From an optimization exercise on the open Yosys and OpenROAD flow, aimed at small area; shortcuts taken in it are not production practice. In this exercise RTL edits were held to simulation tests only and were not proved equivalent to the original. Power and IR drop assume default switching activity.

// apb3_slave_regbank
module apb3_slave_regbank (
    input  logic        clk,
    input  logic        rst,
    input  logic [7:0]  paddr,
    input  logic        pwrite,
    input  logic        psel,
    input  logic        penable,
    input  logic [31:0] pwdata,
    output logic [31:0] prdata,
    output logic        pready,
    output logic        pslverr
);
For scale: ~3,700 cells after synthesis, about 1,600 flip-flops, ~79 I/O pins, about 46,000 µm² of cells after synthesis.
clock: 5.0 ns
lec_check: 0
cap_margin: 10
core_margin: 2
core_utilization: 45
cts_buf_list: sky130_fd_sc_hd__clkbuf_8 sky130_fd_sc_hd__clkbuf_16
cts_cluster_diameter: 50
cts_cluster_size: 30
setup_slack_margin: 0.1
slew_margin: 10
synth_hierarchical: 1
synth_minimum_keep_size: 0
standard.sh (not shown) runs the stock make flow with config.mk's settings and CLKGATE_MAP_FILE= SYNTH_SCRIPT=/design/flow/synth_recipe.tcl, a recipe that flattens the netlist after the stock synthesis.
==> flow/flow/run.sh <==
#!/bin/bash
# The standard layout, with plain buffers (instead of the default delay-cell
# choice) on the input and output ports.
set -euo pipefail
export BUFFER_PORTS_ARGS="-buffer_cell sky130_fd_sc_hd__buf_2"
bash standard.sh > standard.log 2>&1
The starting point finished with timing, DRC and antenna clean.
Rerun with:
==> flow/run.sh (new file) <==
#!/bin/bash
# synth_recipe.tcl (not shown) runs the flow's synth.tcl, then flattens the netlist and writes it again
# the make line also repeats each setting of config.mk as NAME=value (left out here)
make -C /OpenROAD-flow-scripts/flow DESIGN_CONFIG=/design/flow/config.mk WORK_HOME=/design/flow/orfs CLKGATE_MAP_FILE= SYNTH_SCRIPT=/design/flow/synth_recipe.tcl finish
CAP_MARGIN = 20   (was 10)
CORE_UTILIZATION = 60   (was 45)
CTS_CLUSTER_DIAMETER = 80   (was 50)
CTS_CLUSTER_SIZE = 25   (was 30)
PLACE_DENSITY = 0.7   (was default)
SETUP_SLACK_MARGIN = 0.2   (was 0.1)
SLEW_MARGIN = 20   (was 10)
removed: flow/flow/run.sh
removed: flow/standard.sh
=> The new run passed the timing, DRC and antenna checks. Die area drops by 25%. Global-route usage climbs by 9.5 points. Non-clock buffer count climbs by 15. Sequential share of layout area climbs by 2.6 points. Total power drops by 16%.
Rerun with:
CORE_UTILIZATION = 45   (was 60)
PLACE_DENSITY = default   (was 0.7)
The new run completed without violations. Design area goes up by 0.90%. Final cell count grows by 6.6%. Power is higher by 0.53%. Non-clock buffer count went up by 2. Sequential cell count is unchanged. Worst setup slack loses 0.074 ns. Maximum frequency goes down by 1.5%. Routed wire length drops by 2.3%.


apb3_slave_regbank again, from the RTL that the note above started with.
clock: 5.0 ns
lec_check: 0
cap_margin: 20
core_margin: 2
core_utilization: 45
cts_buf_list: sky130_fd_sc_hd__clkbuf_8 sky130_fd_sc_hd__clkbuf_16
cts_cluster_diameter: 100
cts_cluster_size: 28
setup_slack_margin: 0.1
slew_margin: 20
synth_hierarchical: 1
synth_minimum_keep_size: 0
==> flow/flow/run.sh <==
#!/bin/bash
# The standard layout, with plain buffers (instead of the default delay-cell
# choice) on the input and output ports.
set -euo pipefail
export BUFFER_PORTS_ARGS="-buffer_cell sky130_fd_sc_hd__buf_1"
bash standard.sh > standard.log 2>&1
The first run ran to the end with no violations.
Change:
Settings changed: CTS_CLUSTER_SIZE 28 to 30, SETUP_SLACK_MARGIN 0.1 to 0.05.
After rerunning: Sequential power is about the same. Final cell count barely changes. Critical path depth stays the same. Synthesized cell count does not change. Core utilization falls by 0.21 points. Total power came out lower by about 1.7%. Worst hold slack barely changes. Flip-flop and latch count stays the same. Via count came out higher by 0.44%. Routed wire length hardly moves. Die area stays the same.
Change:
--- a/flow/flow/run.sh
+++ b/flow/flow/run.sh
@@ -4,3 +4,3 @@
 set -euo pipefail
-export BUFFER_PORTS_ARGS="-buffer_cell sky130_fd_sc_hd__buf_1"
+export BUFFER_PORTS_ARGS="-buffer_cell sky130_fd_sc_hd__buf_2"
 bash standard.sh > standard.log 2>&1
Settings changed: CTS_CLUSTER_DIAMETER 100 to 80, CTS_CLUSTER_SIZE 30 to 25, SETUP_SLACK_MARGIN 0.05 to 0.2.
Outcome: Power is higher by 3.8%. Worst setup slack improved by 0.12 ns. Non-clock buffer count grows by 4.

-- what the ideal ports hide --
In the flow no input, the clock included, has a driving cell. The finished layouts below were timed again as built, in two steps.
Step 1 sets driving cells, clkbuf_16 on the clock port and buf_2 on the other inputs (assumed; they add their load-dependent delay and slew).
Step 2 also shifts input and output timing later by t, the mid clock arrival at the registers, as if the neighbouring blocks saw the same clock.
a / b / c = ideal ports / drivers / drivers and shift; a / b = the first two.
| run | t (ns) | slack for setup (ns) | hold slack, ns | worst setup path after step 2 | pins driven straight from the clock port |
|---|---|---|---|---|---|
| the first run of note 1 | 0.827 | 0.143 / 0.076 / 0.903 | 0.314 / 0.314 / 0.314 | register to output | 1 |
| the second run of note 1 | 0.729 | 0.251 / 0.179 / 0.713 | 0.340 / 0.340 / 0.340 | input to register | 1 |
| the third run of note 1 | 0.760 | 0.177 / 0.103 / 0.847 | 0.330 / 0.330 / 0.330 | input to register | 1 |
| the first run of note 2 | 0.736 | 0.126 / 0.051 / 0.788 | 0.338 / 0.338 / 0.338 | register to output | 1 |
| the second run of note 2 | 0.799 | 0.065 / -0.013 / 0.786 | 0.340 / 0.340 / 0.340 | register to output | 1 |
| the third run of note 2 | 0.774 | 0.183 / 0.107 / 0.881 | 0.322 / 0.322 / 0.322 | register to output | 1 |
After both steps every run listed still meets setup and hold.
